Source: an optimization exercise on an open RTL-to-GDS flow (aim: small area and a short achievable clock period). Production flows keep margins and buffers that such runs may drop. Where RTL was checked, it was by simulation tests only, not by an equivalence proof against the original. The clock port is modelled as an ideal driver; clocking choices that lean on that would not hold on a real chip.

==> flow/design.v (excerpt) <==
module or_tree (
    input  logic                    clk,
    input  logic                    rst_n,
    input  logic                    alloc_valid,
    input  or_tree_pkg::alloc_req_t alloc_req,
    input  logic                    free_valid,
    input  or_tree_pkg::free_req_t  free_req,
    output logic                    alloc_rsp_valid,
    output or_tree_pkg::alloc_rsp_t alloc_rsp,
    output logic                    free_rsp_valid,
    output or_tree_pkg::free_rsp_t  free_rsp,
    output logic                    at_update_valid,
    output or_tree_pkg::at_update_t at_update
);
clock: 5.0 ns
lec_check: 0
cap_margin: 20
core_margin: 2
core_utilization: 60
cts_buf_list: sky130_fd_sc_hd__clkbuf_8
cts_cluster_size: 30
setup_slack_margin: 3
slew_margin: 20
run.sh (not shown) runs the stock make flow with config.mk's settings and CLKGATE_MAP_FILE= SYNTH_SCRIPT=/design/flow/synth_recipe.tcl, a recipe that flattens the netlist after the stock synthesis.
Then changed:
- CORE_UTILIZATION: 60 -> 70
- CTS_BUF_LIST: sky130_fd_sc_hd__clkbuf_8 -> default
- CTS_CLUSTER_SIZE: 30 -> default
Result:
- The new run completed without violations
- core utilization grows by 13 points
- area after synthesis does not change
- die area fell by 14%
- maximum frequency came out higher by 3.6%
- clock skew fell by 6.9 ps
- flip-flop and latch count does not change
- global-route usage is higher by 5.6 points
No functional check of the RTL was part of any run of this note.

========
Another version of the RTL of or_tree (not shown whole).
For scale: ~640 flip-flops, roughly 67 I/O pins, ~23000 um^2 of cells after synthesis.
export LEC_CHECK = 0
export CAP_MARGIN = 20
export CORE_MARGIN = 2
export CORE_UTILIZATION = 60
export PLACE_DENSITY = 0.8
export SETUP_SLACK_MARGIN = 3
export SLEW_MARGIN = 20
create_clock -name core_clock -period 5.0 [get_ports {clk}]
standard.sh (not shown) runs the stock make flow with config.mk's settings and CLKGATE_MAP_FILE= SYNTH_SCRIPT=/design/flow/synth_recipe.tcl, a recipe that flattens the netlist after the stock synthesis.
==> flow/flow/run.sh <==
#!/bin/bash
# Layout flow: the standard layout (standard.sh), with these changes.
# 0. The port buffers that global placement inserts are buf_2 cells.
# 1. TritonCTS clusters up to 25 sinks per leaf buffer (clkbuf_16 only), so the tree has
#    fewer, fuller leaf buffers.
# 3. Timing repair may resize a cell to one of another footprint (MATCH_CELL_FOOTPRINT=0).
# Each tool's full output goes to a log file in this folder (ORFS's own logs are under orfs/logs).
set -euo pipefail
export BUFFER_PORTS_ARGS="-buffer_cell sky130_fd_sc_hd__buf_2"
export CTS_ARGS="-sink_clustering_enable -repair_clock_nets -sink_clustering_size 25 -sink_clustering_max_diameter 100 -buf_list sky130_fd_sc_hd__clkbuf_16"
export POST_CTS_TCL="$PWD/flow/post_cts.tcl"
bash standard.sh MATCH_CELL_FOOTPRINT=0 SKIP_CTS_REPAIR_TIMING=1 finish > log_standard.txt 2>&1
==> flow/flow/post_cts.tcl <==
# Sourced by ORFS's cts.tcl (POST_CTS_TCL) after clock tree synthesis, with the CTS-stage timing
# repair skipped there so that it runs here on the final clock tree.
# 2. Repair setup timing and legalise, as cts.tcl does.
set block [ord::get_db_block]
set port_net [[$block findBTerm clk] getNet]
set root ""
foreach it [$port_net getITerms] { set root [$it getInst] }
set rname [$root getName]
set out_net ""
foreach it [$root getITerms] { if {[$it isOutputSignal]} { set out_net [$it getNet] } }
set loads {}
foreach it [$out_net getITerms] { if {[$it getInst] != $root} { lappend loads $it } }
puts "post_cts: root $rname ([[$root getMaster] getName]) drives [llength $loads] pins"
if {[llength $loads] > 4} { error "root drives too many pins" }
foreach it $loads { $it disconnect; $it connect $port_net }
odb::dbInst_destroy $root
odb::dbNet_destroy $out_net

estimate_parasitics -placement
repair_timing_helper
set result [catch { detailed_placement } msg]
if { $result != 0 } { error "Detailed placement failed after CTS repair: $msg" }
check_placement -verbose
The first run produced a clean layout.
Edit:
- PLACE_DENSITY: 0.8 -> default
Die area does not change.
Routed wire length grows by about 2.7%.
Register-to-register slack improved by 0.14 ns.
Final area hardly moves.
Edit:
- SETUP_SLACK_MARGIN: 3 -> 3.35
After rerunning:
- register-to-register slack is better by 0.08 ns
- area after synthesis does not change
- core utilization goes up by 5.5 points
- die area does not change
- routed wire length climbs by 6.5%

-- what the ideal ports hide --
How much do the figures lean on ideal ports? The routed layouts below were timed once more, with nothing changed but the port constraints. Step 1, drivers: a clkbuf_16 drives clk and a buf_2 each remaining input, both assumed. Step 2 moves the port delays by t, midway between the first and last clock arrival at a register: inputs arrive t later, outputs are due t later. That takes back most of the time a late clock gives input paths. Slacks: no drivers / after step 1 / after step 2; pairs: no drivers / after step 1.
run | t, ns | setup slack, ns | worst setup path after step 2 | worst register clock-pin slew, ns | pins driven straight from the clock port
the first run of note 1 | 0.694 | 2.843 / 2.793 / 2.380 | input to register | 0.07 / 0.07 | 1
the second run of note 1 | 0.632 | 2.919 / 2.862 / 2.428 | input to register | 0.07 / 0.07 | 1
the first run of note 2 | 0.532 | 2.869 / 2.869 / 2.721 | input to register | 0.11 / 0.11 | 2
the second run of note 2 | 0.556 | 3.005 / 2.993 / 2.638 | input to register | 0.11 / 0.11 | 2
the third run of note 2 | 0.542 | 3.071 / 2.994 / 2.902 | input to register | 0.11 / 0.11 | 2
After both steps setup and hold are still met in every run listed. The setup slack of the second run of note 1, which loses most, moves by -0.057 ns with the drivers and by -0.491 ns with both steps.
